Source: an optimization exercise on an open RTL-to-GDS flow (aim: small area, a short achievable clock period and few clock cycles per item). Production flows keep margins and buffers that such runs may drop.
At most, simulation tests tie the RTL to the original design; equivalence was not proved.

==> flow/design.v (excerpt) <==
module cos_unit (
    input  logic        clock,
    input  logic        arst_n,
    input  logic        clk_en,
    input  logic        start,
    input  logic [31:0] dataa,
    output logic [31:0] result,
    output logic        done
);
    localparam int M = 4;
    logic [31:0]  aligned_s16;
    logic [3:0]   shift;
    logic [M-1:0] dkey;
    logic [31:0]  cos_fixed;
    angle_to_fixed angle_to_fixed_inst (
        .angle       (dataa),
        .aligned_s16 (aligned_s16),
        .shift       (shift),
        .dkey        (dkey)
    );
    cordic_rotator #(.M(M)) cordic_rotator_inst (
        .clock       (clock),
        .arst_n      (arst_n),
        .clk_en      (clk_en),
        .start       (start),
        .aligned_s16 (aligned_s16),
        .shift       (shift),
        .dkey        (dkey),
        .cos_fixed   (cos_fixed),
        .done        (done)
    );
    fixed_to_float fixed_to_float_inst (
        .cos_fixed (cos_fixed),
        .result    (result)
    );
endmodule
Size: roughly 69 I/O pins, ~0.016 mm2 of cells after synthesis.
clock: 8.0 ns
lec_check: 0
abc_area: 1
cap_margin: 20
core_margin: 2
core_utilization: 45
setup_slack_margin: 4.5
slew_margin: 20
tns_end_percent: 100
run.sh (not shown) runs the stock make flow with config.mk's settings and CLKGATE_MAP_FILE= SYNTH_SCRIPT=/design/flow/synth_recipe.tcl, a recipe that flattens the netlist after the stock synthesis.
==> next run, changes <==
Settings changed: CORE_UTILIZATION 45 to 40, PLACE_DENSITY set to 0.5.
Result: Wire length climbs slightly; synthesized cell count is unchanged; worst hold slack improved by 0.0048 ns.
No run of this note included a check of the RTL's function; only the layout flow was run.

* * *

Setup of the previous run:
cos_unit, a different RTL version from the one above (not shown whole).
Size: ~2500 cells after synthesis, about 69 I/O pins, about 14000 sq um of cells after synthesis.
Settings: LEC_CHECK=0, ABC_AREA=1, CAP_MARGIN=20, CORE_MARGIN=2, CORE_UTILIZATION=60, SETUP_SLACK_MARGIN=4.0, SLEW_MARGIN=20, TNS_END_PERCENT=100; clock period 8.0 ns.
The previous run closes out successfully: all stages finished, all timing, DRC and antenna checks passed.
Changes in the current run relative to the previous run:
- swapping 4.0 for 5.0 in SETUP_SLACK_MARGIN
Findings:
- For placer's final routability congestion estimate, the current run and the previous run come out practically identical.
- From the current run to the previous run, chip height did not move at all.
- Count of placed standard cells including taps: the current run vs the previous run identical
- From the current run to the previous run, x dimension of the die did not move at all.
- Comparing the current run against the previous run, there is no change at all in count of distinct cell types in the synthesized netlist.
- Re effective utilization at floorplan: no difference whatsoever between the previous run and the current run.
- global routing: the current run exited with error
- Against the previous run as the reference, the current run delivers a higher number of cells upsized or downsized after cts.
- Relative to the previous run, the number of buffers added for setup after CTS of the current run is higher by 90.
- Diff the previous run..the current run | CTS buffer count | unchanged
Function was not checked in any run of this note: the RTL went through the layout flow alone.

* * *

Setup of yarrow:
cos_unit, a different RTL version from the one above (not shown whole).
Size: about 3,300 cells after synthesis, about 140 flip-flops, about 18,000 µm² of cells after synthesis.
clock: 8.0 ns
lec_check: 0
abc_area: 1
cap_margin: 20
core_margin: 2
core_utilization: 50
setup_slack_margin: 5.0
slew_margin: 20
tns_end_percent: 100
standard.sh (not shown) runs the stock make flow with config.mk's settings and CLKGATE_MAP_FILE= SYNTH_SCRIPT=/design/flow/synth_recipe.tcl, a recipe that flattens the netlist after the stock synthesis.
==> flow/flow/run.sh <==
#!/bin/bash
# Standard layout, but the port buffers are buf_2 cells instead of the delay
# buffers buffer_ports picks by default. Full tool output goes to standard_flow.log.
set -euo pipefail
bash standard.sh "BUFFER_PORTS_ARGS=-buffer_cell sky130_fd_sc_hd__buf_2" finish > standard_flow.log 2>&1
yarrow closes out successfully: all stages finished, all timing, DRC and antenna checks passed.
Testbench counts of yarrow, summed over its fixed seeds: cycles 7,168, items 512.
Inputs modified between yarrow and violet:
Settings: SETUP_SLACK_MARGIN now 4.8, was 5.0; CORE_UTILIZATION now 45, was 50.
--- outcome ---
- Cmp yarrow and violet / via count / higher: yarrow
- In the reports for yarrow and violet, the smaller minimum clock period after layout belongs to violet.
- Cmp violet vs yarrow: routed wire length lower in violet

* * *

== before ==
Another version of the RTL of cos_unit (not shown whole).
Size in the first run: roughly 2,700 cells after synthesis, roughly 69 I/O pins, about 16,000 um^2 of cells after synthesis.
Settings: LEC_CHECK=0, ABC_AREA=1, CAP_MARGIN=20, CORE_MARGIN=2, CORE_UTILIZATION=45, SETUP_SLACK_MARGIN=4.7, SLEW_MARGIN=20, TNS_END_PERCENT=100; clock period 8.0 ns.
Scripts as last shown in full above: flow/flow/run.sh
The flow did not stop early for before: all stages ran, and the layout cleared the timing, DRC and antenna checks.
#### Input delta (after over before)
# before
export LEC_CHECK = 0
export ABC_AREA = 1
export CAP_MARGIN = 20
export CORE_MARGIN = 2
export CORE_UTILIZATION = 45
export SETUP_SLACK_MARGIN = 4.7
export SLEW_MARGIN = 20
export TNS_END_PERCENT = 100
create_clock -name core_clock -period 8.0 [get_ports {clock}]
# after
export LEC_CHECK = 0
export ABC_AREA = 1
export CAP_MARGIN = 20
export CORE_MARGIN = 2
export CORE_UTILIZATION = 45
export SETUP_SLACK_MARGIN = 4.8
export SLEW_MARGIN = 20
export TNS_END_PERCENT = 100
create_clock -name core_clock -period 8.0 [get_ports {clock}]
### Flow results
| wire length | after vs before | worse |
From before to after the numbers moved as follows: first-pass GRT wire length increased by 1.4% relative to the old numbers, overall track demand over capacity in global routing grew by 0.48 points, via count +about 3.6%.
Non-clock buffer count for after: 60 up relative to before
Area of all placed cells without fillers in after is about 6.6% above before.
Between before and after, the cell count went up.
Compared with before, after shows critical path depth lower by 4.8%.
No run of this note included a check of the RTL's function; only the layout flow was run.

* * *

== run A ==
Another version of the RTL of cos_unit (not shown whole).
For scale: roughly 130 flip-flops, roughly 18000 sq um of cells after synthesis.
==> flow/config.mk <==
export PLATFORM = sky130hd
export DESIGN_NAME = cos_unit
export DESIGN_NICKNAME = cos_unit
export VERILOG_FILES = /design/flow/design.v
export SDC_FILE = /design/flow/constraint.sdc
export NUM_CORES = 4
export LEC_CHECK = 0
export ABC_AREA = 1
export CAP_MARGIN = 20
export CORE_MARGIN = 2
export CORE_UTILIZATION = 45
export PLACE_DENSITY = 0.72
export SETUP_SLACK_MARGIN = 4.8
export SLEW_MARGIN = 20
export TNS_END_PERCENT = 100
==> flow/constraint.sdc <==
create_clock -name core_clock -period 8.0 [get_ports {clock}]
set_input_delay 1.6000 -clock core_clock [delete_from_list [all_inputs] [get_ports {clock}]]
set_output_delay 1.6000 -clock core_clock [all_outputs]
set_load 0.01 [all_outputs]
Scripts as last shown in full above: flow/flow/run.sh
Testbench counts of run A, summed over its fixed seeds: cycles 7,168, items 512.
[inputs] run B vs run A
# run A
export LEC_CHECK = 0
export ABC_AREA = 1
export CAP_MARGIN = 20
export CORE_MARGIN = 2
export CORE_UTILIZATION = 45
export PLACE_DENSITY = 0.72
export SETUP_SLACK_MARGIN = 4.8
export SLEW_MARGIN = 20
export TNS_END_PERCENT = 100
create_clock -name core_clock -period 8.0 [get_ports {clock}]
# run B
export LEC_CHECK = 0
export ABC_AREA = 1
export CAP_MARGIN = 20
export CORE_MARGIN = 2
export CORE_UTILIZATION = 45
export SETUP_SLACK_MARGIN = 4.8
export SLEW_MARGIN = 20
export TNS_END_PERCENT = 100
create_clock -name core_clock -period 8.0 [get_ports {clock}]
==> notes.md <==
Looking at run A and run B, the number of cells in the design after placement is a wash. On clock skew, run A and run B are neck and neck. Looking at global routing usage summed across all routing layers, run B sits 2.6 points above run A. met5 as the topmost layer with routed signal wires was reported by run B, and met4 by run A.
#### Input delta (run C over run B)
# run B
export LEC_CHECK = 0
export ABC_AREA = 1
export CAP_MARGIN = 20
export CORE_MARGIN = 2
export CORE_UTILIZATION = 45
export SETUP_SLACK_MARGIN = 4.8
export SLEW_MARGIN = 20
export TNS_END_PERCENT = 100
create_clock -name core_clock -period 8.0 [get_ports {clock}]
# run C
export LEC_CHECK = 0
export ABC_AREA = 1
export CAP_MARGIN = 20
export CORE_MARGIN = 2
export CORE_UTILIZATION = 45
export SETUP_SLACK_MARGIN = 4.9
export SLEW_MARGIN = 20
export TNS_END_PERCENT = 100
create_clock -name core_clock -period 8.0 [get_ports {clock}]
[summary]
- [run C] cell count rose 1.2% relative to run B
- Any difference in final worst-path cycle share between run B and run C is small enough to ignore.
- Worst hold margin: run C > run B
- Sequential share of layout area in run C is 0.86 points below run B.
- Cell area | run C vs run B | run C larger
- Proportion of final cell area spent on non-clock buffers in run C is 1.5 points higher than in run B
- Going from run B to run C, number of stages on the worst hold path closely matched the old numbers; relative area change from synthesis to final layout grew by 7.6 points.
- When run C is set beside run B, its routed wire length turns out to be about 4.5% larger.
- Number of resized instances in the post-cts repair step is higher on run C
Relative to run C, the following input files were edited for run D:
# run C
export LEC_CHECK = 0
export ABC_AREA = 1
export CAP_MARGIN = 20
export CORE_MARGIN = 2
export CORE_UTILIZATION = 45
export SETUP_SLACK_MARGIN = 4.9
export SLEW_MARGIN = 20
export TNS_END_PERCENT = 100
create_clock -name core_clock -period 8.0 [get_ports {clock}]
# run D
export LEC_CHECK = 0
export ABC_AREA = 0
export CAP_MARGIN = 20
export CORE_MARGIN = 2
export CORE_UTILIZATION = 45
export SETUP_SLACK_MARGIN = 4.5
export SLEW_MARGIN = 20
export TNS_END_PERCENT = 100
create_clock -name core_clock -period 8.0 [get_ports {clock}]
Results
Per the comparison of run D with run C, vias after detailed routing went down; wire length fell by about 16%; area added between synthesis and finish rose 7.6 points; number of detailed-routing iterations run before antenna repair +1.

## what the ideal ports hide
The results above use ideal ports. As a check the final layouts listed here were re-extracted and re-timed, cells and wires unchanged. Step 1, drivers: a clkbuf_16 drives clock and a buf_2 each remaining input, both assumed. Step 2 also shifts input and output timing later by t, the mid clock arrival at the registers, as if the neighbouring blocks saw the same clock. Slacks: ideal ports / drivers / drivers and shift; pairs: ideal ports / drivers.
run	t, ns	setup WS [ns]	worst data-port slew with drivers (ns)	cell pins on the clock port's net
the first run of note 1	0.506	4.496 / 4.470 / 4.022	0.04	1
the second run of note 1	0.536	4.383 / 4.383 / 4.128	0.04	1
the previous run	0.488	4.106 / 4.053 / 3.799	0.04	1
yarrow	0.538	4.712 / 4.712 / 4.437	0.05	1
violet	0.530	4.912 / 4.875 / 4.419	0.06	1
before	0.507	4.630 / 4.630 / 4.376	0.03	1
after	0.510	4.605 / 4.605 / 4.472	0.03	1
run A	0.514	4.894 / 4.894 / 4.549	0.04	1
run B	0.534	4.945 / 4.956 / 4.445	0.06	1
run C	0.540	4.938 / 4.938 / 4.538	0.06	1
run D	0.504	4.193 / 4.193 / 4.126	0.05	1
After both steps every run listed still meets setup and hold. The setup slack of run B, which loses most, moves by +0.011 ns with the drivers and by -0.500 ns with both steps.
